This is an optimization exercise on Yosys and OpenROAD, whose aim is small area and a short achievable clock period, not a production implementation.
Function was checked by simulation only, so behaviour that the tests miss may differ from the original.
No activity file was given, so power comes from the tool's default toggle rates.

<file path="design.v">
package rv_isa_pkg;
    typedef logic [64-1:0]   xlen_t;
    typedef logic [32-1:0] inst_t;
    typedef logic [5-1:0] reg_addr_t;
    typedef logic [64/8-1:0] byte_sel_t;
    typedef enum logic [3:0] {
        alu_add  = 4'd0,
        alu_sub  = 4'd1,
        alu_sll  = 4'd2,
        alu_slt  = 4'd3,
        alu_sltu = 4'd4,
        alu_xor  = 4'd5,
        alu_srl  = 4'd6,
        alu_sra  = 4'd7,
        alu_or   = 4'd8,
        alu_and  = 4'd9
    } alu_op_e;
    typedef enum logic [1:0] {
        src1_rs1  = 2'd0,
        src1_pc   = 2'd1,
        src1_zero = 2'd2
    } src1_sel_e;
    typedef enum logic [2:0] {
        src2_rs2   = 3'd0,
        src2_imm_i = 3'd1,
        src2_imm_u = 3'd2,
        src2_shamt = 3'd3,
        src2_four  = 3'd4,
        src2_imm_s = 3'd5
    } src2_sel_e;
    typedef enum logic [3:0] {
        br_none = 4'd0,
        br_jal  = 4'd1,
        br_jalr = 4'd2,
        br_beq  = 4'd3,
        br_bne  = 4'd4,
        br_blt  = 4'd5,
        br_bge  = 4'd6,
        br_bltu = 4'd7,
        br_bgeu = 4'd8
    } br_op_e;
    typedef enum logic [1:0] {
        mem_byte   = 2'd0,
        mem_half   = 2'd1,
        mem_word   = 2'd2,
        mem_double = 2'd3
    } mem_size_e;
endpackage
package ex_bus_pkg;
    typedef struct packed {
        logic                  valid;
        logic [3:0]            alu_op;
        logic                  alu_32;
        logic [1:0]            src1_sel;
        logic [2:0]            src2_sel;
        logic [3:0]            br_op;
        logic                  mem_en;
        logic                  mem_we;
        logic [1:0]            mem_size;
        logic                  load_unsigned;
        logic                  rf_we;
        logic [5-1:0] rf_waddr;
        logic                  sel_rf_res;
        logic [64-1:0]   pc;
        logic [32-1:0] inst;
        logic [64-1:0]   rs1_data;
        logic [64-1:0]   rs2_data;
    } id_to_ex_t;
    typedef struct packed {
        logic                  valid;
        logic [64-1:0]   pc;
        logic [64-1:0]   ex_result;
        logic                  mem_en;
        logic                  mem_we;
        logic [1:0]            mem_size;
        logic                  load_unsigned;
        logic                  rf_we;
        logic [5-1:0] rf_waddr;
        logic                  sel_rf_res;
    } ex_to_mem_t;
    typedef struct packed {
        logic                  rf_we;
        logic [5-1:0] rf_waddr;
        logic [64-1:0]   ex_result;
    } rf_bypass_t;
    typedef struct packed {
        logic              taken;
        logic [64-1:0] target;
    } br_redirect_t;
    typedef struct packed {
        logic                  en;
        logic                  we;
        logic [64-1:0]   addr;
        logic [64-1:0]   wdata;
        logic [64/8-1:0] sel;
    } dmem_req_t;
    typedef struct packed {
        logic [64-1:0] src1;
        logic [64-1:0] src2;
    } operands_t;
endpackage
`timescale 1ns/1ps
module ex_prefix #(
    parameter int W    = 64,
    parameter int KIND = 0
) (
    input  logic [W-1:0] g_i,
    input  logic [W-1:0] p_i,
    input  logic         c_i,
    output logic [W-1:0] c_o,      
    output logic         co_o      
);
    function automatic integer ceil_log2(input integer n);
        integer r;
        begin
            r = 0;
            while ((1 << r) < n) r = r + 1;
            ceil_log2 = r;
        end
    endfunction
    localparam int L = ceil_log2(W + 1);
    localparam int S = (KIND == 2) ? 2 * L - 1 : L;
    logic [S:0][W:0] G, P;
    always_comb begin
        G[0] = {g_i, c_i};
        P[0] = {p_i, 1'b0};
        for (int s = 0; s < S; s++) begin
            G[s+1] = G[s];
            P[s+1] = P[s];
            for (int i = 0; i <= W; i++) begin
                int j;
                j = -1;
                if (KIND == 0) begin
                    if ((i >> s) & 1) j = ((i >> s) << s) - 1;
                end else if (KIND == 1) begin
                    if (i >= (1 << s)) j = i - (1 << s);
                end else if (s < L) begin
                    if (((i + 1) % (1 << (s + 1))) == 0) j = i - (1 << s);
                end else begin
                    int l;
                    l = 2 * L - 2 - s;
                    if (i >= (1 << (l + 1)) && ((i + 1) % (1 << (l + 1))) == (1 << l))
                        j = i - (1 << l);
                end
                if (j >= 0) begin
                    G[s+1][i] = G[s][i] | (P[s][i] & G[s][j]);
                    P[s+1][i] = P[s][i] & P[s][j];
                end
            end
        end
    end
    assign c_o  = G[S][W-1:0];
    assign co_o = G[S][W];
endmodule
module ex_cmp #(
    parameter int W = 64
) (
    input  logic [W-1:0] a_i,
    input  logic [W-1:0] b_i,
    output logic         eq_o,
    output logic         lt_o
);
    function automatic integer ceil_log2(input integer n);
        integer r;
        begin
            r = 0;
            while ((1 << r) < n) r = r + 1;
            ceil_log2 = r;
        end
    endfunction
    localparam int L = ceil_log2(W);
    logic [L:0][W-1:0] E, T;
    always_comb begin
        E    = '0;
        T    = '0;
        E[0] = ~(a_i ^ b_i);
        T[0] = ~a_i & b_i;
        for (int l = 0; l < L; l++) begin
            for (int i = 0; i < (W >> (l + 1)); i++) begin
                E[l+1][i] = E[l][2*i+1] & E[l][2*i];
                T[l+1][i] = T[l][2*i+1] | (E[l][2*i+1] & T[l][2*i]);
            end
        end
    end
    assign eq_o = E[L][0];
    assign lt_o = T[L][0];
endmodule
module ex_prefix_and #(
    parameter int W = 43
) (
    input  logic [W-1:0] x_i,
    output logic [W-1:0] t_o
);
    function automatic integer ceil_log2(input integer n);
        integer r;
        begin
            r = 0;
            while ((1 << r) < n) r = r + 1;
            ceil_log2 = r;
        end
    endfunction
    localparam int L = ceil_log2(W);
    logic [L:0][W:0] T;
    always_comb begin
        T[0] = {x_i, 1'b1};
        for (int s = 0; s < L; s++) begin
            T[s+1] = T[s];
            for (int i = 0; i <= W; i++) begin
                if ((i >> s) & 1) T[s+1][i] = T[s][i] & T[s][((i >> s) << s) - 1];
            end
        end
    end
    assign t_o = T[L][W-1:0];
endmodule
`timescale 1ns/1ps
module ex_load_use (
    input  logic       load_i,
    input  logic [4:0] waddr_i,
    input  logic       valid_i,
    input  logic [4:0] rs1_i,
    input  logic [4:0] rs2_i,
    output logic       stall_o
);
    assign stall_o = load_i & valid_i & ((waddr_i == rs1_i) | (waddr_i == rs2_i));
endmodule
`timescale 1ns/1ps
module ex_stage_top (
    input  logic         clk,
    input  logic         rst,
    input  logic         stall_i,
    input  logic         flush_i,
    input  logic [250:0] id_to_ex_i,
    output logic [140:0] ex_to_mem_o,
    output logic [69:0]  bypass_o,
    output logic [64:0]  redirect_o,
    output logic [137:0] dmem_req_o,
    output logic         stall_load_o
);
    logic        valid;
    logic [3:0]  alu_op;
    logic        word;
    logic [1:0]  src1_sel;
    logic [2:0]  src2_sel;
    logic [3:0]  br_op;
    logic        mem_en, mem_we, load_unsigned, rf_we, sel_rf_res;
    logic [1:0]  mem_size;
    logic [4:0]  rf_waddr;
    logic [63:0] pc, rs1, rs2;
    logic [31:0] inst;
    assign valid         = id_to_ex_i[250];
    assign alu_op        = id_to_ex_i[249:246];
    assign word          = id_to_ex_i[245];
    assign src1_sel      = id_to_ex_i[244:243];
    assign src2_sel      = id_to_ex_i[242:240];
    assign br_op         = id_to_ex_i[239:236];
    assign mem_en        = id_to_ex_i[235];
    assign mem_we        = id_to_ex_i[234];
    assign mem_size      = id_to_ex_i[233:232];
    assign load_unsigned = id_to_ex_i[231];
    assign rf_we         = id_to_ex_i[230];
    assign rf_waddr      = id_to_ex_i[229:225];
    assign sel_rf_res    = id_to_ex_i[224];
    assign pc            = id_to_ex_i[223:160];
    assign inst          = id_to_ex_i[159:128];
    assign rs1           = id_to_ex_i[127:64];
    assign rs2           = id_to_ex_i[63:0];
    logic [63:0] a, b;
    always_comb begin
        case (src1_sel)
            2'd0:    a = rs1;
            2'd1:    a = pc;
            default: a = '0;
        endcase
        case (src2_sel)
            3'd0:    b = rs2;
            3'd1:    b = {{52{inst[31]}}, inst[31:20]};
            3'd2:    b = {{32{inst[31]}}, inst[31:12], 12'b0};
            3'd3:    b = {58'b0, inst[25:20]};
            3'd4:    b = 64'd4;
            default: b = {{52{inst[31]}}, inst[31:25], inst[11:7]};
        endcase
    end
    logic        op_add, op_sub, op_sll, op_slt, op_sltu, op_xor, op_srl, op_sra, op_or, op_and;
    assign op_add  = alu_op == 4'd0;
    assign op_sub  = alu_op == 4'd1;
    assign op_sll  = alu_op == 4'd2;
    assign op_slt  = alu_op == 4'd3;
    assign op_sltu = alu_op == 4'd4;
    assign op_xor  = alu_op == 4'd5;
    assign op_srl  = alu_op == 4'd6;
    assign op_sra  = alu_op == 4'd7;
    assign op_or   = alu_op == 4'd8;
    assign op_and  = alu_op == 4'd9;
    logic        arith, inv, sel_x, sel_g;
    logic [63:0] bx, xx, gl;
    assign arith = op_add | op_sub | op_slt | op_sltu;
    assign inv   = op_sub | op_slt | op_sltu;
    assign sel_x = arith | op_xor | op_or;
    assign sel_g = op_and | op_or;
    assign bx    = b ^ {64{inv}};
    assign xx    = a ^ bx;
    assign gl    = a & bx;
    logic        left, fill;
    logic [5:0]  sh;
    logic [63:0] x, sin, sr, srev;
    assign left = op_sll;
    assign sh   = {b[5] & ~word, b[4:0]};
    assign x    = word ? {{32{op_sra & a[31]}}, a[31:0]} : a;
    assign fill = op_sra & x[63];
    always_comb begin
        for (int i = 0; i < 64; i++) sin[i] = left ? a[63-i] : x[i];
    end
    assign sr = $signed({fill, sin}) >>> sh;
    always_comb begin
        for (int i = 0; i < 64; i++) srev[i] = sr[63-i];
    end
    logic [63:0] pp, gg;
    always_comb begin
        pp = ({64{sel_x}}  & xx)
           | ({64{sel_g}}  & gl)
           | ({64{op_sll}} & srev)
           | ({64{op_srl | op_sra}} & sr);
        gg = {64{arith}} & gl;
    end
    logic        eq, blt_u, blt_s, cond, taken;
    logic [63:0] tbase, timm, target;
    ex_cmp #(.W(64)) br_cmp (.a_i (rs1), .b_i (rs2), .eq_o (eq), .lt_o (blt_u));
    assign blt_s = blt_u ^ rs1[63] ^ rs2[63];
    always_comb begin
        case (br_op)
            4'd1, 4'd2: cond = 1'b1;
            4'd3:       cond = eq;
            4'd4:       cond = ~eq;
            4'd5:       cond = blt_s;
            4'd6:       cond = ~blt_s;
            4'd7:       cond = blt_u;
            4'd8:       cond = ~blt_u;
            default:    cond = 1'b0;
        endcase
    end
    assign taken = valid & cond;
    assign tbase = (br_op == 4'd2) ? rs1 : pc;
    always_comb begin
        case (br_op)
            4'd1:    timm = {{44{inst[31]}}, inst[19:12], inst[20], inst[30:21], 1'b0};
            4'd2:    timm = {{52{inst[31]}}, inst[31:20]};
            default: timm = {{52{inst[31]}}, inst[7], inst[30:25], inst[11:8], 1'b0};
        endcase
    end
    logic [20:0] tcy;
    logic        tc21, tsgn;
    logic [42:0] thi, tup;
    ex_prefix #(.W(21), .KIND(0)) tgt_pfx (
        .g_i (tbase[20:0] & timm[20:0]), .p_i (tbase[20:0] ^ timm[20:0]), .c_i (1'b0),
        .c_o (tcy), .co_o (tc21));
    assign tsgn = inst[31];
    assign thi  = tbase[63:21];
    ex_prefix_and #(.W(43)) tgt_and (.x_i (thi ^ {43{tsgn}}), .t_o (tup));
    assign target = {thi ^ ({43{tsgn ^ tc21}} & tup), tbase[20:0] ^ timm[20:0] ^ tcy};
    logic [63:0] wdata;
    always_comb begin
        case (mem_size)
            2'd0:    wdata = {56'b0, rs2[7:0]};
            2'd1:    wdata = {48'b0, rs2[15:0]};
            2'd2:    wdata = {32'b0, rs2[31:0]};
            default: wdata = rs2;
        endcase
        if (!(valid & mem_en & mem_we)) wdata = '0;
    end
    localparam int QW = 1 + 1 + 1 + 2 + 1 + 1 + 5 + 1 + 64 + 64 + 64 + 1 + 1 + 1 + 1 + 1 + 64 + 64;
    logic          clr, hold, load;
    logic [QW-1:0] d, q;
    assign clr  = rst | flush_i;
    assign hold = stall_i & ~clr;
    assign load = ~stall_i & ~clr;
    assign d = {valid, mem_en, mem_we, mem_size, load_unsigned, rf_we, rf_waddr, sel_rf_res,
                pc, pp, gg, inv, op_slt, op_sltu, word, taken,
                {target[63:1], target[0] & (br_op != 4'd2)} & {64{taken}},
                wdata};
    always_ff @(posedge clk) begin
        q <= (q & {QW{hold}}) | (d & {QW{load}});
    end
    logic        valid_q, mem_en_q, mem_we_q, load_unsigned_q, rf_we_q, sel_rf_res_q;
    logic [1:0]  mem_size_q;
    logic [4:0]  rf_waddr_q;
    logic [63:0] pc_q, pp_q, gg_q, target_q, wdata_q, res_q;
    logic        cin_q, slt_q, sltu_q, word_q, taken_q;
    assign {valid_q, mem_en_q, mem_we_q, mem_size_q, load_unsigned_q, rf_we_q, rf_waddr_q,
            sel_rf_res_q, pc_q, pp_q, gg_q, cin_q, slt_q, sltu_q, word_q, taken_q,
            target_q, wdata_q} = q;
    logic [63:0] cy, sum, raw;
    logic        c64, lt, ltu, ltbit;
    ex_prefix #(.W(64), .KIND(0)) add_pfx (
        .g_i (gg_q), .p_i (pp_q), .c_i (cin_q), .c_o (cy), .co_o (c64));
    assign sum   = pp_q ^ cy;
    assign ltu   = word_q ? ~cy[32] : ~c64;
    assign lt    = word_q ? (pp_q[31] ? sum[31] : gg_q[31])
                          : (pp_q[63] ? sum[63] : gg_q[63]);
    assign ltbit = (slt_q & lt) | (sltu_q & ltu);
    assign raw   = {sum[63:1] & {63{~(slt_q | sltu_q)}}, (sum[0] & ~(slt_q | sltu_q)) | ltbit};
    assign res_q = {word_q ? {32{raw[31]}} : raw[63:32], raw[31:0]};
    logic       en_q;
    logic [7:0] sel_q;
    assign en_q = valid_q & mem_en_q;
    always_comb begin
        case (mem_size_q)
            2'd0:    sel_q = 8'h01;
            2'd1:    sel_q = 8'h03;
            2'd2:    sel_q = 8'h0f;
            default: sel_q = 8'hff;
        endcase
        if (!en_q) sel_q = '0;
    end
    assign ex_to_mem_o = {valid_q, pc_q, res_q, mem_en_q, mem_we_q, mem_size_q,
                          load_unsigned_q, rf_we_q, rf_waddr_q, sel_rf_res_q};
    assign bypass_o    = {rf_we_q & valid_q, rf_waddr_q, res_q};
    assign redirect_o  = {taken_q, target_q};
    assign dmem_req_o  = {en_q, en_q & mem_we_q, res_q, wdata_q, sel_q};
    ex_load_use load_use_i (
        .load_i   (en_q & ~mem_we_q & (rf_waddr_q != 5'd0)),
        .waddr_i  (rf_waddr_q),
        .valid_i  (id_to_ex_i[250]),
        .rs1_i    (id_to_ex_i[147:143]),
        .rs2_i    (id_to_ex_i[152:148]),
        .stall_o  (stall_load_o)
    );
endmodule
</file>
<file path="config.mk">
export PLATFORM = sky130hd
export DESIGN_NAME = ex_stage_top
export DESIGN_NICKNAME = ex_stage_top
export VERILOG_FILES = /design/flow/design.v
export SDC_FILE = /design/flow/constraint.sdc
export NUM_CORES = 4
export LEC_CHECK = 0
export ABC_AREA = 1
export CAP_MARGIN = 20
export CORE_MARGIN = 2
export CORE_UTILIZATION = 40
export CTS_CLUSTER_DIAMETER = 60
export CTS_CLUSTER_SIZE = 40
export SETUP_SLACK_MARGIN = 4.6
export SLEW_MARGIN = 20
export SYNTH_HIERARCHICAL = 1
</file>
<file path="flow/run.sh">
#!/bin/bash
set -euo pipefail
cd "$(dirname "$0")/.."
bash standard.sh "BUFFER_PORTS_ARGS=-buffer_cell sky130_fd_sc_hd__buf_1" finish > standard.log 2>&1
</file>
<file path="constraint.sdc">
create_clock -name core_clock -period 9.0 [get_ports {clk}]
set_input_delay 1.8000 -clock core_clock [delete_from_list [all_inputs] [get_ports {clk}]]
set_output_delay 1.8000 -clock core_clock [all_outputs]
set_load 0.01 [all_outputs]
</file>
<file path="standard.sh">
#!/bin/bash
# synth_recipe.tcl (not shown) runs the flow's synth.tcl, then flattens the netlist and writes it again
# the make line also repeats each setting of config.mk as NAME=value (left out here)
make -C /OpenROAD-flow-scripts/flow DESIGN_CONFIG=/design/flow/config.mk WORK_HOME=/design/flow/orfs CLKGATE_MAP_FILE= SYNTH_SCRIPT=/design/flow/synth_recipe.tcl "${@:-finish}"
</file>
==> qor.json, run 1 <==
{
  "outcome": "no timing/DRC/antenna violations",
  "worst_setup_hold_path_clk_slew_ns": 0.07,
  "critical_path.cell_chain": "a21oi_2 > nand2_1 > nand2_1 > nand2_2 > a21oi_4 > buf_6 > nand2_8 > nand2_1 > nand3_1 > xnor2_2 > o21ai_4 > buf_6",
  "critPathSlowestCell": "dfxtp_4",
  "slew_viol_final": 0,
  "grt_max_degree": 197,
  "ys_warn_count": 11,
  "final.period_utilization_pct": 50.98,
  "pin_count": 670,
  "mostFrequentLayoutCells": "nand2_1, nand3_1, inv_1, buf_1, dfxtp_1",
  "vias_per_cell": 5.520,
  "internal-power_w": 0.002958,
  "cts_buffer_depth": 3,
  "static_leakage_nw": 17.60,
  "floorplan.rows": 101,
  "worst_r2r_endpoint": "q[129]",
  "top_regs": "q x338",
  "dr.first_iter.drc_count": 4018,
  "cts_tree": "yes",
  "portBuffers": 662,
  "clock_sinks": 338,
  "crit_path_max_fanout": 6,
  "fin_total_pwr_w": 0.004973,
  "route.antenna.remaining_nets": 0,
  "detail_route.drc_violations": 0,
  "setup.worst_path.start_class": "flop",
  "hold-worst-slack_ns": 0.4518,
  "largest_register_ffs": 338,
  "switching_part_of_the_total_pct": 40.53,
  "final_cell_area_sq_mm": 0.03814,
  "post-dp-hpwl_microns": 108700,
  "max_freq_ghz": 0.2179,
  "hold_viol": 0,
  "fin_nets": 5871,
  "hold_depth": 2,
  "r2r_setup_slk_ns": 7.78,
  "drt-pass1-iter-count": 7,
  "proportion_of_layout_cells_with_a_drive_suffix_above_1_pct": 15.09,
  "dpl_cell_area_sq_mm": 0.03277,
  "grt_pass1_vias": 32652,
  "rsz0062_at_grt": "true",
  "route.final.wire_length_microns": 147900,
  "die_w_microns": 281.4,
  "power_switching_w": 0.002015,
  "period_needed_ns": 4.589,
  "clock_tree.htree_level_count": 2,
  "grt_util_all_layers_pct": 35.24,
  "worst_slew_margin_rel_pct": 13.89,
  "reg2regPathDepth": 2,
  "clockPowerShare_pct": 31.8,
  "routed_wire_length_per_instance_microns": 22.68,
  "hold_path_startpoint": "q[300]",
  "tritoncts.num_buffers": 34,
  "regMostFlops": "q",
  "antennaDiodeCount": 0,
  "power.ir.vdd_worst_uv": 133.5,
  "power-per-cell-area_mw_per_mm2": 130.4,
  "final_common_cell": "nand2_1",
  "comb_power_share_pct": 37.0,
  "coreArea_sq_mm": 0.07608,
  "critical_path.most_common_cell": "nand2_1",
  "least_setup_slack_across_all_paths_after_layout_ns": 4.411,
  "timing.critical_path.required_ns": 7.20,
  "clk_latency_ns": 0.58,
  "gp_routability_congestion": 1.003,
  "final.setup.tns_ns": 0,
  "dpl_worst_slack_ns": 2.473,
  "multi_input_comb_area_sq_mm": 0.02182,
  "avgSynthCellArea_sq_um": 6.099,
  "area.growth.synth_to_final_pct": 23.88,
  "worst-setup-path-type": "reg2out",
  "hp-class": "reg2reg",
  "seqCellArea_sq_mm": 0.006827,
  "floorplan.initialDensity_pct": 40.47,
  "cp-end-kind": "output port",
  "final-setup-viol-count": 0,
  "clock_skew_ns": 0,
  "antenna_found_initial": 5,
  "worstHoldEndpoint": "q[300]",
  "dr_total_vias": 36002,
  "worst_r2r_startpoint": "q[129]",
  "tightestPinTransition_ns": 1.292,
  "design.die.area_sq_mm": 0.07921,
  "grt.overflow.total": 0,
  "grt_first_pass_wirelength_microns": 209300,
  "fp.dieH_microns": 281.4,
  "postSynthCellCount": 5048,
  "num-fill-cells": 8032,
  "root_buffer": "clkbuf_16",
  "max-cap-violations": 0,
  "cp.arrival_ns": 2.79,
  "worst_path_largest_cell_delay_ns": 0.38,
  "cts_hold_buf": 0,
  "power_frac_seq_pct": 31.2,
  "mappedNetlistArea_sq_mm": 0.03079
}
[worst max-delay path, delay by kind of cell (launching register included)]
family          cells  cell delay, ns
xor+xnor            1            0.34
simple gates        6            0.52
compound gates      3            0.61
buf+inv             2            0.34
flops               1            0.38
[how the worst max path moves through the flow]
stage | startpoint | to | slack, ns
floorplan | id_to_ex_i[237] | q[88] | 4.63
global placement | id_to_ex_i[237] | q[117] | 2.51
detailed placement | id_to_ex_i[237] | q[117] | 2.47
CTS | q[217] | dmem_req_o[111] | 4.42
global route | q[215] | bypass_o[38] | 4.38
finish | q[215] | bypass_o[39] | 4.41
[stage by stage]
step	utilization [%]	instances
final	50.14	6522
after floorplan	-	5049
after detailed placement	43.07	6353
after CTS	47.31	6473
after global placement	43.07	6353
after global routing	50.14	6522
[layout make-up]
type	count	area share, %
multi-input combinational	3762	57.21
clock buffer	39	2.388
timing repair buffer	806	12.90
clock inverter	22	0.7807
timing repair inverter	3	0.09513
sequential	338	17.90
inverter	522	5.347
tap	1030	3.379
[per-layer routing]
metal / up-vias / wire [microns] / GRT usage, %
met4: 8 / 8807 / 17.46
met3: 364 / 12790 / 5.983
met5: - / 58 / 0
li1: 17146 / - / -
met1: 16778 / 58840 / 44.54
met2: 1706 / 67450 / 57.89
[repair_timing]
| action | in CTS | in global routing |
|---|---|---|
| setup buffers | 40 | 39 |
| setup endpoints to repair | 250 | 287 |
| gates cloned | 19 | 9 |
| resized for setup | 429 | 410 |
| pin swaps | 46 | 112 |
[power groups by stage]
stage	clock, W	combinational [W]	sequential [W]
after floorplan	0	0.00106	0.00158
after global placement	0	0.00160	0.00158
after detailed placement	0	0.00160	0.00158
after CTS	0.00161	0.00169	0.00155
after global routing	0.00165	0.00198	0.00155
final	0.00158	0.00184	0.00155
==> run 2: changes to the inputs <==
--- a/config.mk
+++ b/config.mk
@@ -13,3 +13,3 @@
 export CTS_CLUSTER_SIZE = 40
-export SETUP_SLACK_MARGIN = 4.6
+export SETUP_SLACK_MARGIN = 4.3
 export SLEW_MARGIN = 20
==> run 2 against run 1 <==
Combinational power shrank 8%. Non-clock buffer count shrank 53. Power grew 1.3%. Flip-flop and latch count is the same. Setup slack lost 0.087 ns. Still clean on timing, DRC and antenna. Wire length shrank 6.0%. Critical path depth shrank 8. Synthesized cell count is the same. Register-to-register slack lost 0.06 ns.
==> qor.json, run 2 <==
{
  "outcome": "no timing/DRC/antenna violations",
  "grt_pass1_vias": {"value": 31542, "change": "-3.4%"},
  "rsz0062_at_grt": "true",
  "final_cell_area": {"value": 0.03546, "unit": "sq mm", "change": "-7.0%"},
  "detail_route.drc_violations": {"value": 0, "change": "unchanged"},
  "grt.overflow.total": {"value": 0, "change": "unchanged"},
  "fin_nets": {"value": 5816, "change": "-0.94%"},
  "mappedNetlistArea": {"value": 0.03079, "unit": "sq mm", "change": "unchanged"},
  "antenna_found_initial": {"value": 8, "change": "+3"},
  "switching_part_of_the_total": {"value": 39.67, "unit": "%", "change": "-0.86 points"},
  "timing.critical_path.required": {"value": 7.20, "unit": "ns", "change": "about the same"},
  "floorplan.initialDensity": {"value": 40.47, "unit": "%", "change": "unchanged"},
  "post-dp-hpwl": {"value": 107700, "unit": "microns", "change": "-0.93%"},
  "worst_path_largest_cell_delay": {"value": 0.48, "unit": "ns", "change": "+0.10 ns"},
  "critPathSlowestCell": "buf_1",
  "cts_buffer_depth": {"value": 3, "change": "unchanged"},
  "dpl_cell_area": {"value": 0.03280, "unit": "sq mm", "change": "+0.10%"},
  "routed_wire_length_per_instance": {"value": 21.48, "unit": "microns", "change": "-5.3%"},
  "hp-class": "reg2reg",
  "hold_viol": {"value": 0, "change": "unchanged"},
  "vias_per_cell": {"value": 5.452, "change": "-1.2%"},
  "mostFrequentLayoutCells": "nand2_1, nand3_1, buf_1, inv_1, dfxtp_1",
  "final_cells": {"value": 6476, "change": "-0.71%"},
  "dr.first_iter.drc_count": {"value": 3832, "change": "-4.6%"},
  "critPathBufInv": {"value": 2, "change": "unchanged"},
  "floorplan.rows": {"value": 101, "change": "unchanged"},
  "die_w": {"value": 281.4, "unit": "microns", "change": "unchanged"},
  "design.die.area": {"value": 0.07921, "unit": "sq mm", "change": "unchanged"},
  "grt_first_pass_wirelength": {"value": 200100, "unit": "microns", "change": "-4.4%"},
  "max-cap-violations": {"value": 0, "change": "unchanged"},
  "clk_latency": {"value": 0.57, "unit": "ns", "change": "about the same"},
  "clockPowerShare": {"value": 35.5, "unit": "%", "change": "+3.7 points"},
  "final.setup.tns": {"value": 0, "unit": "ns", "change": "unchanged"},
  "max_freq": {"value": 0.2139, "unit": "GHz", "change": "-1.9%"},
  "dpl_worst_slack": {"value": 2.774, "unit": "ns", "change": "+0.3018 ns"},
  "cp.arrival": {"value": 2.88, "unit": "ns", "change": "+0.09 ns"},
  "cts_hold_buf": {"value": 0, "change": "unchanged"},
  "grt.met1_usage": {"value": 42.88, "unit": "%", "change": "-1.7 points"},
  "clock_skew": {"value": 0, "unit": "ns", "change": "unchanged"},
  "largest_register_ffs": {"value": 338, "change": "unchanged"},
  "grt_use_met2": {"value": 56.01, "unit": "%", "change": "-1.9 points"},
  "power_switching": {"value": 0.001998, "unit": "W", "change": "-0.88%"},
  "comb_power_share": {"value": 33.7, "unit": "%", "change": "-3.3 points"},
  "critical_path.most_common_cell": "buf_1",
  "critical_path.cell_chain": "buf_1 > nand2_1 > a21oi_2 > buf_1",
  "route.antenna.remaining_nets": {"value": 0, "change": "unchanged"},
  "worst_setup_hold_path_clk_slew": {"value": 0.07, "unit": "ns", "change": "about the same"},
  "internal-power": {"value": 0.003038, "unit": "W", "change": "+2.7%"},
  "globalRouteMet3Util": {"value": 4.814, "unit": "%", "change": "-1.2 points"},
  "worst-setup-path-type": "in2out",
  "fp.dieH": {"value": 281.4, "unit": "microns", "change": "unchanged"},
  "dr_total_vias": {"value": 35304, "change": "-1.9%"},
  "cts_tree": "yes",
  "power-per-cell-area": {"value": 142.0, "unit": "mW/mm^2", "change": "+8.9%"},
  "regMostFlops": "q",
  "final.period_utilization": {"value": 51.95, "unit": "%", "change": "+0.97 points"},
  "root_buffer": "clkbuf_16",
  "clock_tree.htree_level_count": {"value": 2, "change": "unchanged"},
  "final_common_cell": "nand2_1",
  "avgSynthCellArea": {"value": 6.099, "unit": "sq um", "change": "unchanged"},
  "coreArea": {"value": 0.07608, "unit": "sq mm", "change": "unchanged"},
  "final-setup-viol-count": {"value": 0, "change": "unchanged"},
  "portBuffers": {"value": 662, "change": "unchanged"},
  "tightestPinTransition": {"value": 1.037, "unit": "ns", "change": "-0.2545 ns"},
  "period_needed": {"value": 4.676, "unit": "ns", "change": "+0.08727 ns"},
  "hold-worst-slack": {"value": 0.4513, "unit": "ns", "change": "-0.0005170 ns"},
  "clock_sinks": {"value": 338, "change": "unchanged"},
  "tritoncts.num_buffers": {"value": 40, "change": "+18%"},
  "numPlacedInstances": {"value": 6360, "change": "+0.11%"},
  "top_regs": "q x338",
  "power.ir.vdd_worst": {"value": 133.9, "unit": "uV", "change": "+0.27%"},
  "worst_path_dominant_cell_family": "buffers and inverters",
  "global_route.peak_usage_layer": "met2",
  "slew_viol_final": {"value": 0, "change": "unchanged"},
  "proportion_of_layout_cells_with_a_drive_suffix_above_1": {"value": 7.460, "unit": "%", "change": "-7.6 points"},
  "static_leakage": {"value": 16.32, "unit": "nW", "change": "-7.2%"},
  "crit_path_max_fanout": {"value": 5, "change": "-1"},
  "least_setup_slack_across_all_paths_after_layout": {"value": 4.324, "unit": "ns", "change": "-0.08727 ns"},
  "area.growth.synth_to_final_pct": 15.18,
  "gp_routability_congestion": {"value": 1.030, "change": "+2.7%"},
  "pin_count": {"value": 670, "change": "unchanged"},
  "setup.worst_path.start_class": "primary input",
  "grt_max_degree": {"value": 152, "change": "-23%"},
  "ys_warn_count": {"value": 11, "change": "unchanged"},
  "power_frac_seq": {"value": 30.8, "unit": "%", "change": "-0.4 points"},
  "postSynthCellCount": {"value": 5048, "change": "unchanged"},
  "grt_util_all_layers": {"value": 33.54, "unit": "%", "change": "-1.7 points"},
  "cp-end-kind": "output port",
  "drt-pass1-iter-count": {"value": 9, "change": "+2"},
  "route.final.wire_length": {"value": 139100, "unit": "microns", "change": "-6.0%"},
  "worst_slew_margin_rel": {"value": 30.39, "unit": "%", "change": "+17 points"}
}
==> run 2: final cells by class <==
type	count	area, sq um
Clock inverter	28	376.6
Timing Repair Buffer	753	3522
Inverter	522	2024
Fill cell	8346	40610
Clock buffer	44	1057
Antenna cell	4	10.01
Sequential cell	338	6795
Multi-Input combinational cell	3756	20380
Tap cell	1030	1289
Timing Repair inverter	1	7.507
==> run 2: repair_timing <==
item | CTS | global route
buffers inserted | 11 | 17
setup endpoints to repair | 218 | 229
gates resized for setup | 100 | 157
pin swaps | 5 | 19
gates cloned | 7 | 5
==> run 2: path summary, 6_finish.rpt <==
| check | start | endpoint | slack, ns | depth (start not counted) |
|---|---|---|---|---|
| worst min register to register | q[318] | q[318] | 0.45 | 2 |
| worst max register to register | q[129] | q[129] | 7.72 | 2 |
| worst min-delay path | q[318] | q[318] | 0.45 | 2 |
| worst max-delay path | id_to_ex_i[250] | stall_load_o | 4.32 | 4 |
==> run 2: per-stage QoR <==
stage / total power, W / utilization (%)
final: 0.005036 / 46.62
after global routing: 0.005265 / 46.62
after CTS: 0.004986 / 45.73
after detailed placement: 0.003169 / 43.12
after global placement: 0.003164 / 43.12
after floorplan: 0.002635 / -
==> run 2: power groups by stage <==
stage	sequential (W)	clock, W	combinational (W)
after floorplan	0.00158	0	0.00105
after global placement	0.00158	0	0.00158
after detailed placement	0.00158	0	0.00159
after CTS	0.00155	0.00181	0.00162
after global routing	0.00155	0.00187	0.00184
final	0.00155	0.00179	0.00170
==> run 2: routing by layer <==
metal	share of wire [%]	routed length, microns
met5	0.0093	13
met3	8.4	11700
met2	46	64360
met4	4.8	6645
met1	41	56420
==> run 2: worst min-delay path: cells and delay by family (launching register included) <==
family | cells | cell delay, ns
flops | 1 | 0.31
simple gates | 2 | 0.10
==> run 3: changes to the inputs <==
--- a/design.v
+++ b/design.v
@@ -323,2 +323,3 @@
         gg = {64{arith}} & gl;
+        gg[0] = gg[0] | (pp[0] & inv);
     end
@@ -392,4 +393,5 @@
     logic        c64, lt, ltu, ltbit;
-    ex_prefix #(.W(64), .KIND(0)) add_pfx (
-        .g_i (gg_q), .p_i (pp_q), .c_i (cin_q), .c_o (cy), .co_o (c64));
+    ex_prefix #(.W(63), .KIND(0)) add_pfx (
+        .g_i (gg_q[63:1]), .p_i (pp_q[63:1]), .c_i (gg_q[0]), .c_o (cy[63:1]), .co_o (c64));
+    assign cy[0] = cin_q;
     assign sum   = pp_q ^ cy;
==> run 3 against run 2 <==
Non-clock buffer count fell by 1. Count of clock-buffer cells in the layout fell by 11. Final cell count rose by 1.3%. Hold slack improved by 0.0032 ns. Utilization fell by 0.51 points. Critical path type is now in2reg. Flip-flop and latch count did not move. Clock power fell by 17%. First-iteration DRC count rose by 3.6%. Largest power group is now combinational cells. Sequential share of layout area barely moved. Critical path depth rose by 15.
==> qor.json, run 3 <==
{
  "pin_count": {"value": 670, "change": "unchanged"},
  "root_buffer": "clkbuf_16",
  "coreArea": {"value": 0.07708, "unit": "sq mm", "change": "+1.3%"},
  "grt_pass1_vias": {"value": 31445, "change": "-0.31%"},
  "highest_routed_layer": "met5",
  "num-fill-cells": {"value": 8384, "change": "+0.46%"},
  "design.die.area": {"value": 0.07977, "unit": "sq mm", "change": "+0.70%"},
  "clock_tree.htree_level_count": {"value": 1, "change": "-1"},
  "grt_util_all_layers": {"value": 33.62, "unit": "%", "change": "+0.083 points"},
  "dpl_worst_slack": {"value": 2.731, "unit": "ns", "change": "-0.04304 ns"},
  "m1WireLength": {"value": 58810, "unit": "microns", "change": "+4.3%"},
  "detail_route.drc_violations": {"value": 0, "change": "unchanged"},
  "die_w": {"value": 282.4, "unit": "microns", "change": "+0.35%"},
  "hp-class": "reg2reg",
  "hold_depth": {"value": 2, "change": "unchanged"},
  "rsz0062_at_grt": "true",
  "cp-end-kind": "flop",
  "final.setup.tns": {"value": 0, "unit": "ns", "change": "unchanged"},
  "final_cells": {"value": 6563, "change": "+1.3%"},
  "setup.worst_path.start_class": "primary input",
  "cts_buffer_depth": {"value": 3, "change": "unchanged"},
  "dpl_cell_area": {"value": 0.03307, "unit": "sq mm", "change": "+0.81%"},
  "final_common_cell": "nand2_1",
  "drt-pass1-iter-count": {"value": 7, "change": "-2"},
  "timing.critical_path.required": {"value": 9.50, "unit": "ns", "change": "+2.30 ns"},
  "ys_warn_count": {"value": 11, "change": "unchanged"},
  "crit_cells": {"value": 19, "change": "+15"},
  "worst_path_largest_cell_delay": {"value": 0.31, "unit": "ns", "change": "-0.17 ns"},
  "seqCellArea": {"value": 0.006798, "unit": "sq mm", "change": "about the same"},
  "post-dp-hpwl": {"value": 110600, "unit": "microns", "change": "+2.7%"},
  "floorplan.rows": {"value": 102, "change": "+0.99%"},
  "multi_input_comb_area": {"value": 0.02070, "unit": "sq mm", "change": "+1.6%"},
  "mappedNetlistArea": {"value": 0.03101, "unit": "sq mm", "change": "+0.72%"},
  "power-per-cell-area": {"value": 133.5, "unit": "mW/mm^2", "change": "-6.0%"},
  "outcome": "no timing/DRC/antenna violations",
  "cts_hold_buf": {"value": 0, "change": "unchanged"},
  "max_freq": {"value": 0.2134, "unit": "GHz", "change": "-0.21%"},
  "met2RoutedLength": {"value": 64860, "unit": "microns", "change": "+0.78%"},
  "avgSynthCellArea": {"value": 6.037, "unit": "sq um", "change": "-1.0%"},
  "max-cap-violations": {"value": 0, "change": "unchanged"},
  "clock_skew": {"value": 0, "unit": "ns", "change": "unchanged"},
  "least_setup_slack_across_all_paths_after_layout": {"value": 4.314, "unit": "ns", "change": "-0.009820 ns"},
  "critical_path.cell_chain": "buf_1 > inv_1 > ha_1 > a21oi_1 > o21ai_0 > a21oi_1 > nand2_1 > a21oi_2 > nand2_2 > xnor2_2 > xor2_2 > buf_4 > buf_4 > a211oi_1 > nor3_2 > o311ai_4 > buf_4 > buf_6 > o21ai_0",
  "critPathBufInv": {"value": 6, "change": "+4"},
  "grt_first_pass_wirelength": {"value": 201500, "unit": "microns", "change": "+0.68%"},
  "hold_viol": {"value": 0, "change": "unchanged"},
  "largest_register_ffs": {"value": 338, "change": "unchanged"},
  "worst-setup-path-type": "in2reg",
  "internal-power": {"value": 0.002812, "unit": "W", "change": "-7.5%"},
  "proportion_of_layout_cells_with_a_drive_suffix_above_1": {"value": 7.557, "unit": "%", "change": "+0.097 points"},
  "postSynthCellCount": {"value": 5137, "change": "+1.8%"},
  "worst_slew_margin_rel": {"value": 26.56, "unit": "%", "change": "-3.8 points"},
  "cp.arrival": {"value": 5.19, "unit": "ns", "change": "+2.31 ns"},
  "clockPowerShare": {"value": 31.2, "unit": "%", "change": "-4.3 points"},
  "numPlacedInstances": {"value": 6466, "change": "+1.7%"},
  "comb_power_share": {"value": 36.2, "unit": "%", "change": "+2.5 points"},
  "tightestPinTransition": {"value": 1.100, "unit": "ns", "change": "+0.06323 ns"},
  "mostFrequentLayoutCells": "nand2_1, nand3_1, buf_1, inv_1, dfxtp_1",
  "regMostFlops": "q",
  "reg2regPathDepth": {"value": 2, "change": "unchanged"},
  "fp.dieH": {"value": 282.4, "unit": "microns", "change": "+0.35%"},
  "final_cell_area": {"value": 0.03554, "unit": "sq mm", "change": "+0.22%"},
  "switching_part_of_the_total": {"value": 40.73, "unit": "%", "change": "+1.1 points"},
  "critical_path.most_common_cell": "buf_4",
  "antenna_found_initial": {"value": 15, "change": "+7"},
  "floorplan.initialDensity": {"value": 40.23, "unit": "%", "change": "-0.24 points"},
  "final.period_utilization": {"value": 52.06, "unit": "%", "change": "+0.11 points"},
  "clock_sinks": {"value": 338, "change": "unchanged"},
  "dr_total_vias": {"value": 35482, "change": "+0.50%"},
  "hold-worst-slack": {"value": 0.4544, "unit": "ns", "change": "+0.003190 ns"},
  "worst_setup_hold_path_clk_slew": {"value": 0.07, "unit": "ns", "change": "about the same"},
  "worst_path_dominant_cell_family": "compound AO/OA/AOI/OAI gates",
  "area.growth.synth_to_final_pct": 14.62,
  "route.final.wire_length": {"value": 142600, "unit": "microns", "change": "+2.5%"},
  "critPathSlowestCell": "ha_1",
  "slew_viol_final": {"value": 0, "change": "unchanged"},
  "vias_per_cell": {"value": 5.406, "change": "-0.83%"},
  "power_frac_seq": {"value": 32.6, "unit": "%", "change": "+1.8 points"},
  "period_needed": {"value": 4.686, "unit": "ns", "change": "+0.009820 ns"},
  "portBuffers": {"value": 662, "change": "unchanged"},
  "power.ir.vdd_worst": {"value": 131.2, "unit": "uV", "change": "-2.0%"},
  "grt.overflow.total": {"value": 0, "change": "unchanged"},
  "cts_tree": "yes",
  "dr.first_iter.drc_count": {"value": 3971, "change": "+3.6%"},
  "gp_routability_congestion": {"value": 0.9999, "change": "-2.9%"},
  "power_switching": {"value": 0.001933, "unit": "W", "change": "-3.3%"},
  "crit_path_max_fanout": {"value": 16, "change": "+11"},
  "fin_nets": {"value": 5898, "change": "+1.4%"},
  "top_regs": "q x338",
  "grt_max_degree": {"value": 196, "change": "+29%"},
  "clk_latency": {"value": 0.62, "unit": "ns", "change": "+0.05 ns"},
  "route.antenna.remaining_nets": {"value": 0, "change": "unchanged"},
  "tritoncts.num_buffers": {"value": 31, "change": "-23%"},
  "static_leakage": {"value": 16.49, "unit": "nW", "change": "+1.0%"},
  "routed-wl-met3": {"value": 11580, "unit": "microns", "change": "-1.0%"},
  "final-setup-viol-count": {"value": 0, "change": "unchanged"},
  "routed_wire_length_per_instance": {"value": 21.73, "unit": "microns", "change": "+1.1%"}
}
[run 3: metrics by stage]
step / utilization (%) / total power, W
after floorplan: - / 0.002631
after detailed placement: 42.90 / 0.003181
after global placement: 42.90 / 0.003179
after CTS: 44.81 / 0.004668
final: 46.11 / 0.004745
after global routing: 46.11 / 0.004965
[run 3: final cells by class]
cell class                      instances  share of cell area (%)
Antenna cell                            5                 0.03520
Clock buffer                           33                   2.232
Clock inverter                         24                  0.9047
Inverter                              534                   5.830
Multi-Input combinational cell       3837                   58.25
Sequential cell                       338                   19.13
Tap cell                             1040                   3.661
Timing Repair Buffer                  752                   9.962
[run 3: final timing paths]
check / start / endpoint / slack (ns)
setup / recovery: id_to_ex_i[121] / q[114] / 4.31
hold / removal: q[316] / q[316] / 0.45
setup reg to reg: q[129] / q[129] / 7.85
hold reg to reg: q[316] / q[316] / 0.45
[run 3: worst min-delay path, stage by stage (launching register included)]
cell and delay, ns:
dfxtp_1 0.31, nand2_1 0.06, nand2_1 0.04
[run 3: routing by layer]
metal  track usage (%)  vias to the layer above
li1                  -                    17228
met1             43.29                    16374
met4             15.07                       18
met2             55.30                     1551
met3             5.212                      311
met5                 0                        -
[run 3: power by group through the flow]
stage / registers [W] / logic, W / clock network, W
after floorplan: 0.00158 / 0.00105 / 0
after global placement: 0.00158 / 0.00160 / 0
after detailed placement: 0.00158 / 0.00160 / 0
after CTS: 0.00155 / 0.00163 / 0.00150
after global routing: 0.00155 / 0.00185 / 0.00156
final: 0.00155 / 0.00172 / 0.00148
[run 3: repair_timing]
item | CTS | global route
setup endpoints to repair | 229 | 238
gates cloned | 3 | 9
resized for setup | 78 | 243
buffers inserted | 7 | 16
pin swaps | 6 | 14
==> run 4: changes to the inputs <==
--- a/config.mk
+++ b/config.mk
@@ -13,3 +13,3 @@
 export CTS_CLUSTER_SIZE = 40
-export SETUP_SLACK_MARGIN = 4.3
+export SETUP_SLACK_MARGIN = 4.0
 export SLEW_MARGIN = 20
==> run 4 against run 3 <==
Utilization down 0.93 points. First-iteration DRC count decreased by 4.2%. Register-to-register slack improved by 0.27 ns. Largest cell class unchanged. Still clean on timing, DRC and antenna. Clock skew unchanged. Power rose by 3.5%. Wire length fell by 2.2%. Synthesized cell count did not move. Sequential share of layout area rose by 0.30 points. Sequential power about the same. Critical path depth grew 1. Global-route usage increased by 0.21 points.
==> qor.json, run 4 <==
{
  "worst-setup-path-type": "in2reg",
  "timing.critical_path.required": {"value": 9.50, "unit": "ns", "change": "about the same"},
  "power_frac_seq": {"value": 31.5, "unit": "%", "change": "-1.1 points"},
  "largest_register_ffs": {"value": 338, "change": "unchanged"},
  "clock_skew": {"value": 0, "unit": "ns", "change": "unchanged"},
  "mappedNetlistArea": {"value": 0.03101, "unit": "sq mm", "change": "unchanged"},
  "floorplan.rows": {"value": 102, "change": "unchanged"},
  "detail_route.drc_violations": {"value": 0, "change": "unchanged"},
  "regMostFlops": "q",
  "ys_warn_count": {"value": 11, "change": "unchanged"},
  "design.die.area": {"value": 0.07977, "unit": "sq mm", "change": "unchanged"},
  "fin_nets": {"value": 5875, "change": "-0.39%"},
  "cts_tree": "yes",
  "period_needed": {"value": 4.917, "unit": "ns", "change": "+0.2317 ns"},
  "area.growth.synth_to_final_pct": 12.30,
  "clk_latency": {"value": 0.57, "unit": "ns", "change": "-0.05 ns"},
  "setup.worst_path.start_class": "primary input",
  "clockPowerShare": {"value": 34.8, "unit": "%", "change": "+3.6 points"},
  "drt-pass1-iter-count": {"value": 7, "change": "unchanged"},
  "pin_count": {"value": 670, "change": "unchanged"},
  "avgSynthCellArea": {"value": 6.037, "unit": "sq um", "change": "unchanged"},
  "outcome": "no timing/DRC/antenna violations",
  "max_freq": {"value": 0.2034, "unit": "GHz", "change": "-4.7%"},
  "power.ir.vdd_worst": {"value": 125.4, "unit": "uV", "change": "-4.4%"},
  "clock_sinks": {"value": 338, "change": "unchanged"},
  "switching_part_of_the_total": {"value": 40.49, "unit": "%", "change": "-0.24 points"},
  "gp_routability_congestion": {"value": 1.010, "change": "+0.96%"},
  "slew_viol_final": {"value": 0, "change": "unchanged"},
  "dr_total_vias": {"value": 35105, "change": "-1.1%"},
  "grt_util_all_layers": {"value": 33.83, "unit": "%", "change": "+0.21 points"},
  "numPlacedInstances": {"value": 6459, "change": "-0.11%"},
  "root_buffer": "clkbuf_16",
  "hp-class": "reg2reg",
  "rsz0062_at_grt": "true",
  "worst_setup_hold_path_clk_slew": {"value": 0.07, "unit": "ns", "change": "about the same"},
  "die_w": {"value": 282.4, "unit": "microns", "change": "unchanged"},
  "internal-power": {"value": 0.002923, "unit": "W", "change": "+3.9%"},
  "worst_slew_margin_rel": {"value": 21.19, "unit": "%", "change": "-5.4 points"},
  "grt.overflow.total": {"value": 0, "change": "unchanged"},
  "max-cap-violations": {"value": 0, "change": "unchanged"},
  "routed_wire_length_per_instance": {"value": 21.32, "unit": "microns", "change": "-1.9%"},
  "num-fill-cells": {"value": 8512, "change": "+1.5%"},
  "mostFrequentLayoutCells": "nand2_1, nand3_1, buf_1, inv_1, dfxtp_1",
  "crit_path_max_fanout": {"value": 31, "change": "+15"},
  "portBuffers": {"value": 662, "change": "unchanged"},
  "cp.arrival": {"value": 5.42, "unit": "ns", "change": "+0.23 ns"},
  "final.setup.tns": {"value": 0, "unit": "ns", "change": "unchanged"},
  "floorplan.initialDensity": {"value": 40.23, "unit": "%", "change": "unchanged"},
  "power-per-cell-area": {"value": 141.0, "unit": "mW/mm^2", "change": "+5.6%"},
  "cp-end-kind": "flop",
  "fp.dieH": {"value": 282.4, "unit": "microns", "change": "unchanged"},
  "grt_pass1_vias": {"value": 31547, "change": "+0.32%"},
  "coreArea": {"value": 0.07708, "unit": "sq mm", "change": "unchanged"},
  "fin_total_pwr": {"value": 0.004911, "unit": "W", "change": "+3.5%"},
  "dr.first_iter.drc_count": {"value": 3804, "change": "-4.2%"},
  "clock_tree.htree_level_count": {"value": 2, "change": "+1"},
  "antenna_found_initial": {"value": 4, "change": "-11"},
  "hold_viol": {"value": 0, "change": "unchanged"},
  "post-dp-hpwl": {"value": 110000, "unit": "microns", "change": "-0.54%"},
  "final-setup-viol-count": {"value": 0, "change": "unchanged"},
  "final_cells": {"value": 6541, "change": "-0.34%"},
  "proportion_of_layout_cells_with_a_drive_suffix_above_1": {"value": 5.164, "unit": "%", "change": "-2.4 points"},
  "tightestPinTransition": {"value": 1.170, "unit": "ns", "change": "+0.06946 ns"},
  "route.final.wire_length": {"value": 139400, "unit": "microns", "change": "-2.2%"},
  "vias_per_cell": {"value": 5.367, "change": "-0.73%"},
  "grt_first_pass_wirelength": {"value": 202100, "unit": "microns", "change": "+0.27%"},
  "grt_max_degree": {"value": 152, "change": "-22%"},
  "top_regs": "q x338",
  "static_leakage": {"value": 16.11, "unit": "nW", "change": "-2.3%"},
  "tritoncts.num_buffers": {"value": 38, "change": "+23%"},
  "final_common_cell": "nand2_1",
  "power_switching": {"value": 0.001989, "unit": "W", "change": "+2.9%"},
  "final_cell_area": {"value": 0.03482, "unit": "sq mm", "change": "-2.0%"},
  "dpl_cell_area": {"value": 0.03300, "unit": "sq mm", "change": "-0.19%"},
  "comb_power_share": {"value": 33.7, "unit": "%", "change": "-2.5 points"},
  "cts_buffer_depth": {"value": 3, "change": "unchanged"},
  "final.period_utilization": {"value": 54.64, "unit": "%", "change": "+2.6 points"},
  "route.antenna.remaining_nets": {"value": 0, "change": "unchanged"},
  "postSynthCellCount": {"value": 5137, "change": "unchanged"}
}
[run 4: repair_timing]
action	4_1_cts	5_1_grt
cloned	1	2
gates resized for setup	35	62
pin swaps	0	5
hold buffers	0	0
setup buffers	0	8
setup endpoints to repair	224	227
[run 4: path summary, 6_finish.rpt]
kind              cells past startpoint  slack [ns]            start      to
hold reg to reg                       2        0.45           q[128]  q[128]
setup / recovery                     20        4.08  id_to_ex_i[243]  q[239]
setup reg to reg                      2        8.12           q[129]  q[129]
hold / removal                        2        0.45           q[128]  q[128]
[run 4: routing by layer]
layer  global-route usage [%]  part of all wire (%)  routed length (microns)  vias up
met4                    16.43                   5.5                     7716        4
met3                    6.624                   8.5                    11910      276
met2                    54.74                    45                    62980     1515
met5                        0                 0.020                       28        -
li1                         -                     -                        -    17161
met1                    42.97                    41                    56790    16149
[run 4: cell type report]
type	count	area [sq um]	share of cell area [%]
antenna	1	2.502	0.007186
inverter	534	2062	5.921
tap	1040	1301	3.737
timing repair buffer	728	3126	8.975
sequential	338	6766	19.43
clock inverter	27	329.1	0.9449
multi-input combinational	3831	20200	58.00
clock buffer	42	1040	2.986
[run 4: stage by stage]
| stage | worst slack [ns] | utilization [%] | hold slack, ns |
|---|---|---|---|
| after floorplan | 4.071 | - | 0.4283 |
| after global placement | 2.749 | 42.81 | 0.4355 |
| after detailed placement | 2.748 | 42.81 | 0.4372 |
| after CTS | 4.001 | 44.77 | 0.4542 |
| after global routing | 3.986 | 45.18 | 0.4669 |
| final | 4.083 | 45.18 | 0.4521 |
[run 4: critical path, stage by stage]
cell and delay (ns):
buf_1 0.39, nand2_1 0.12, buf_4 0.26, o21ai_0 0.95, nand2_1 0.12, nand2_1 0.17, nand2_1 0.07, nand2_1 0.10
nand2_1 0.09, nand2_1 0.10, nand2_1 0.08, nand2_1 0.13, nand2_1 0.07, nand3_1 0.12, nand3_1 0.11, nand2_1 0.14
nand2_1 0.06, nand3b_1 0.30, nand2_1 0.12, nand2_1 0.08
[run 4: power groups by stage]
stage | clock network [W] | logic, W | registers, W
after global placement | 0 | 0.00159 | 0.00158
after CTS | 0.00174 | 0.00161 | 0.00155
after floorplan | 0 | 0.00105 | 0.00158
final | 0.00171 | 0.00165 | 0.00155
after detailed placement | 0 | 0.00159 | 0.00158
after global routing | 0.00180 | 0.00180 | 0.00155
==> run 5: changes to the inputs <==
--- a/design.v
+++ b/design.v
@@ -323,4 +323,12 @@
         gg = {64{arith}} & gl;
-        gg[0] = gg[0] | (pp[0] & inv);
     end
+    logic [31:0] lcy, lo;
+    logic        lco, c32, ltw;
+    ex_prefix #(.W(31), .KIND(0)) lo_pfx (
+        .g_i (gl[31:1]), .p_i (xx[31:1]), .c_i (gl[0] | (xx[0] & inv)), .c_o (lcy[31:1]),
+        .co_o (lco));
+    assign lcy[0] = inv;
+    assign lo     = pp[31:0] ^ (lcy & {32{arith}});
+    assign c32    = arith & lco;
+    assign ltw = word & ((op_slt & (xx[31] ? lo[31] : gl[31])) | (op_sltu & ~lco));
     logic        eq, blt_u, blt_s, cond, taken;
@@ -370,3 +378,3 @@
     end
-    localparam int QW = 1 + 1 + 1 + 2 + 1 + 1 + 5 + 1 + 64 + 64 + 64 + 1 + 1 + 1 + 1 + 1 + 64 + 64;
+    localparam int QW = 1 + 1 + 1 + 2 + 1 + 1 + 5 + 1 + 64 + 32 + 1 + 32 + 32 + 1 + 1 + 1 + 1 + 1 + 64 + 64;
     logic          clr, hold, load;
@@ -377,3 +385,4 @@
     assign d = {valid, mem_en, mem_we, mem_size, load_unsigned, rf_we, rf_waddr, sel_rf_res,
-                pc, pp, gg, inv, op_slt, op_sltu, word, taken,
+                pc, lo, c32, pp[63:32], gg[63:33], gg[32] | (pp[32] & c32),
+                ltw, op_slt, op_sltu, word, taken,
                 {target[63:1], target[0] & (br_op != 4'd2)} & {64{taken}},
@@ -386,19 +395,22 @@
     logic [4:0]  rf_waddr_q;
-    logic [63:0] pc_q, pp_q, gg_q, target_q, wdata_q, res_q;
-    logic        cin_q, slt_q, sltu_q, word_q, taken_q;
+    logic [63:0] pc_q, target_q, wdata_q, res_q;
+    logic [31:0] lo_q, pph_q, ggh_q;
+    logic        c32_q, ltw_q, slt_q, sltu_q, word_q, taken_q;
     assign {valid_q, mem_en_q, mem_we_q, mem_size_q, load_unsigned_q, rf_we_q, rf_waddr_q,
-            sel_rf_res_q, pc_q, pp_q, gg_q, cin_q, slt_q, sltu_q, word_q, taken_q,
+            sel_rf_res_q, pc_q, lo_q, c32_q, pph_q, ggh_q, ltw_q, slt_q, sltu_q, word_q, taken_q,
             target_q, wdata_q} = q;
-    logic [63:0] cy, sum, raw;
-    logic        c64, lt, ltu, ltbit;
-    ex_prefix #(.W(63), .KIND(0)) add_pfx (
-        .g_i (gg_q[63:1]), .p_i (pp_q[63:1]), .c_i (gg_q[0]), .c_o (cy[63:1]), .co_o (c64));
-    assign cy[0] = cin_q;
-    assign sum   = pp_q ^ cy;
-    assign ltu   = word_q ? ~cy[32] : ~c64;
-    assign lt    = word_q ? (pp_q[31] ? sum[31] : gg_q[31])
-                          : (pp_q[63] ? sum[63] : gg_q[63]);
-    assign ltbit = (slt_q & lt) | (sltu_q & ltu);
-    assign raw   = {sum[63:1] & {63{~(slt_q | sltu_q)}}, (sum[0] & ~(slt_q | sltu_q)) | ltbit};
-    assign res_q = {word_q ? {32{raw[31]}} : raw[63:32], raw[31:0]};
+    logic [31:0] hcy, hsum, raw_hi;
+    logic [31:0] raw_lo;
+    logic        c64, lt, ltbit, cmp;
+    ex_prefix #(.W(31), .KIND(0)) hi_pfx (
+        .g_i (ggh_q[31:1]), .p_i (pph_q[31:1]), .c_i (ggh_q[0]), .c_o (hcy[31:1]),
+        .co_o (c64));
+    assign hcy[0] = c32_q;
+    assign hsum   = pph_q ^ hcy;
+    assign lt     = pph_q[31] ? hsum[31] : ggh_q[31];
+    assign cmp    = slt_q | sltu_q;
+    assign ltbit  = ltw_q | (~word_q & ((slt_q & lt) | (sltu_q & ~c64)));
+    assign raw_hi = hsum & {32{~cmp}};
+    assign raw_lo = {lo_q[31:1] & {31{~cmp}}, (lo_q[0] & ~cmp) | ltbit};
+    assign res_q = {word_q ? {32{raw_lo[31]}} : raw_hi, raw_lo};
     logic       en_q;
--- a/config.mk
+++ b/config.mk
@@ -13,3 +13,3 @@
 export CTS_CLUSTER_SIZE = 40
-export SETUP_SLACK_MARGIN = 4.0
+export SETUP_SLACK_MARGIN = 4.3
 export SLEW_MARGIN = 20
==> run 5 against run 4 <==
First-iteration DRC count grew 6.5%. Sequential share of layout area decreased by 1.7 points. Area after synthesis decreased by 3.8%. Register-to-register slack gained 0.05 ns. Global-route usage up 1.0 points. Flip-flop and latch count down 31. Non-clock buffer count grew 43. Count of clock-buffer cells in the layout down 2. Still clean. Combinational power rose by 15%. Critical path type unchanged. Final cell count down 2.1%.
==> qor.json, run 5 <==
{
  "final.setup.tns": {"value": 0, "unit": "ns", "change": "unchanged"},
  "power.ir.vdd_worst": {"value": 146.9, "unit": "uV", "change": "+17%"},
  "largest_register_ffs": {"value": 307, "change": "-9.2%"},
  "slew_viol_final": {"value": 0, "change": "unchanged"},
  "top_regs": "q x307",
  "area.growth.synth_to_final_pct": 16.11,
  "final_common_cell": "nand2_1",
  "dr.first_iter.drc_count": {"value": 4051, "change": "+6.5%"},
  "clk_latency": {"value": 0.58, "unit": "ns", "change": "about the same"},
  "antenna_found_initial": {"value": 13, "change": "+9"},
  "final_cell_area": {"value": 0.03465, "unit": "sq mm", "change": "-0.51%"},
  "timing.critical_path.required": {"value": 9.45, "unit": "ns", "change": "-0.05 ns"},
  "clock_sinks": {"value": 307, "change": "-9.2%"},
  "clock_skew": {"value": 0, "unit": "ns", "change": "unchanged"},
  "cp.arrival": {"value": 5.17, "unit": "ns", "change": "-0.25 ns"},
  "pin_count": {"value": 670, "change": "unchanged"},
  "portBuffers": {"value": 662, "change": "unchanged"},
  "tritoncts.num_buffers": {"value": 36, "change": "-5.3%"},
  "drt-pass1-iter-count": {"value": 7, "change": "unchanged"},
  "detail_route.drc_violations": {"value": 0, "change": "unchanged"},
  "fp.dieH": {"value": 277.1, "unit": "microns", "change": "-1.9%"},
  "final.period_utilization": {"value": 52.47, "unit": "%", "change": "-2.2 points"},
  "numPlacedInstances": {"value": 6246, "change": "-3.3%"},
  "regMostFlops": "q",
  "cp-end-kind": "flop",
  "dpl_cell_area": {"value": 0.03164, "unit": "sq mm", "change": "-4.1%"},
  "power-per-cell-area": {"value": 139.0, "unit": "mW/mm^2", "change": "-1.4%"},
  "crit_path_max_fanout": {"value": 15, "change": "-52%"},
  "route.final.wire_length": {"value": 143400, "unit": "microns", "change": "+2.9%"},
  "cts_buffer_depth": {"value": 3, "change": "unchanged"},
  "fin_nets": {"value": 5801, "change": "-1.3%"},
  "root_buffer": "clkbuf_16",
  "period_needed": {"value": 4.722, "unit": "ns", "change": "-0.1949 ns"},
  "grt_pass1_vias": {"value": 31320, "change": "-0.72%"},
  "ys_warn_count": {"value": 11, "change": "unchanged"},
  "max-cap-violations": {"value": 0, "change": "unchanged"},
  "final-setup-viol-count": {"value": 0, "change": "unchanged"},
  "vias_per_cell": {"value": 5.504, "change": "+2.6%"},
  "setup.worst_path.start_class": "primary input",
  "tightestPinTransition": {"value": 1.086, "unit": "ns", "change": "-0.08396 ns"},
  "worst_setup_hold_path_clk_slew": {"value": 0.06, "unit": "ns", "change": "about the same"},
  "post-dp-hpwl": {"value": 108000, "unit": "microns", "change": "-1.8%"},
  "postSynthCellCount": {"value": 4998, "change": "-2.7%"},
  "rsz0062_at_grt": "true",
  "clock_tree.htree_level_count": {"value": 2, "change": "unchanged"},
  "grt_max_degree": {"value": 158, "change": "+3.9%"},
  "dr_total_vias": {"value": 35254, "change": "+0.42%"},
  "hold-worst-slack": {"value": 0.4499, "unit": "ns", "change": "-0.002245 ns"},
  "gp_routability_congestion": {"value": 1.028, "change": "+1.8%"},
  "hold_viol": {"value": 0, "change": "unchanged"},
  "mostFrequentLayoutCells": "nand2_1, nand3_1, buf_1, inv_1, dfxtp_1",
  "final_cells": {"value": 6405, "change": "-2.1%"},
  "avgSynthCellArea": {"value": 5.970, "unit": "sq um", "change": "-1.1%"},
  "max_freq": {"value": 0.2118, "unit": "GHz", "change": "+4.1%"},
  "worst_slew_margin_rel": {"value": 27.43, "unit": "%", "change": "+6.2 points"},
  "grt_first_pass_wirelength": {"value": 201400, "unit": "microns", "change": "-0.31%"},
  "mappedNetlistArea": {"value": 0.02984, "unit": "sq mm", "change": "-3.8%"},
  "outcome": "no timing/DRC/antenna violations",
  "proportion_of_layout_cells_with_a_drive_suffix_above_1": {"value": 7.526, "unit": "%", "change": "+2.4 points"},
  "route.antenna.remaining_nets": {"value": 0, "change": "unchanged"},
  "floorplan.initialDensity": {"value": 40.22, "unit": "%", "change": "about the same"},
  "grt_util_all_layers": {"value": 34.85, "unit": "%", "change": "+1.0 points"},
  "design.die.area": {"value": 0.07680, "unit": "sq mm", "change": "-3.7%"},
  "hp-class": "reg2reg",
  "routed_wire_length_per_instance": {"value": 22.39, "unit": "microns", "change": "+5.1%"},
  "floorplan.rows": {"value": 100, "change": "-2.0%"},
  "grt.overflow.total": {"value": 0, "change": "unchanged"},
  "static_leakage": {"value": 15.93, "unit": "nW", "change": "-1.1%"},
  "coreArea": {"value": 0.07420, "unit": "sq mm", "change": "-3.7%"},
  "die_w": {"value": 277.1, "unit": "microns", "change": "-1.9%"},
  "cts_tree": "yes",
  "cts_hold_buf": {"value": 0, "change": "unchanged"},
  "worst-setup-path-type": "in2reg"
}
[run 5: layer usage]
metal  vias to the layer above  part of all wire, %  global-route usage [%]
li1                      16922                    -                       -
met1                     16186                   40                   43.22
met2                      1785                   44                   55.62
met3                       357                  9.1                   7.610
met4                         4                  6.2                   20.21
met5                         -                0.020                       0
[run 5: stage by stage]
| stage | total power, W | util [%] | setup WS (ns) |
|---|---|---|---|
| after CTS | 0.004708 | 45.27 | 4.285 |
| after detailed placement | 0.003118 | 42.65 | 2.425 |
| final | 0.004817 | 46.70 | 4.278 |
| after global routing | 0.005031 | 46.67 | 4.207 |
| after floorplan | 0.002570 | - | 4.313 |
| after global placement | 0.003119 | 42.65 | 2.430 |
[run 5: final cells by class]
class                      instances  area, sq um
tap                              969         1212
timing repair inverter             4        25.02
multi-input combinational       3746        20200
clock buffer                      40        947.2
timing repair buffer             771         3762
fill                            8144        39550
clock inverter                    22        251.5
inverter                         531         2067
antenna                           15        37.54
sequential                       307         6146
[run 5: path summary, 6_finish.rpt]
| path | startpoint | slack (ns) | to | depth (start not counted) |
|---|---|---|---|---|
| worst min-delay path | q[271] | 0.45 | q[271] | 2 |
| worst min register to register | q[271] | 0.45 | q[271] | 2 |
| worst max-delay path | id_to_ex_i[244] | 4.28 | q[206] | 20 |
| worst max register to register | q[297] | 8.17 | q[297] | 2 |
[run 5: timing repair]
action	CTS	global route
resized for setup	110	94
buffers inserted	9	49
cloned	11	13
endpoints found under the setup margin	228	222
pin swaps	11	26
[run 5: worst max-delay path, stage by stage]
cell	delay [ns]
clkbuf_2	0.19
clkinvlp_4	0.11
buf_4	0.21
nand2_4	0.31
o22ai_4	0.47
nand2_1	0.09
nand2_1	0.10
inv_1	0.04
o21ai_1	0.37
nand2_1	0.10
o21ai_1	0.12
o21ai_1	0.10
o21ai_0	0.20
o21ai_1	0.17
nand2_1	0.14
nand3_1	0.20
nand3_1	0.15
nand3_1	0.07
nand3_1	0.12
nand2_1	0.07
[run 5: power by group]
part	total, W	switching [W]	internal [W]
logic	0.00190	0.00132	0.000583
registers	0.00141	0.0000198	0.00139
clock network	0.00151	0.000710	0.000802

## re-timing with driven ports
In the flow no input, the clock included, has a driving cell. The finished layouts below were timed again as built, in two steps.
Step 1: set_driving_cell puts a clkbuf_16 on clk and a buf_2 on each other input, an assumption about the parent block.
Step 2 adds t to the input delays and takes it off the output delays; t is the mean of the earliest and latest rising clock arrival at the registers after step 1. Input paths then give back, and output paths get back, about the clock's delay inside the block.
Slacks: ideal ports / drivers / drivers and shift; pairs: ideal ports / drivers.
run | t (ns) | slack for setup (ns) | worst hold slack (ns) | latest minus earliest clock arrival (ns) | pins driven straight from the clock port
run 1 | 0.635 | 4.411 / 4.345 / 4.025 | 0.452 / 0.452 / 0.452 | 0.033 / 0.033 | 1
run 2 | 0.643 | 4.324 / 4.296 / 3.730 | 0.451 / 0.451 / 0.451 | 0.043 / 0.043 | 1
run 3 | 0.684 | 4.314 / 4.334 / 3.650 | 0.454 / 0.454 / 0.454 | 0.034 / 0.033 | 1
run 4 | 0.634 | 4.083 / 4.091 / 3.457 | 0.452 / 0.452 / 0.452 | 0.047 / 0.046 | 1
run 5 | 0.637 | 4.278 / 4.301 / 3.663 | 0.450 / 0.450 / 0.450 | 0.039 / 0.039 | 1
After both steps setup and hold are still met in every run listed. The setup slack of run 3, which loses most, moves by +0.020 ns with the drivers and by -0.664 ns with both steps.
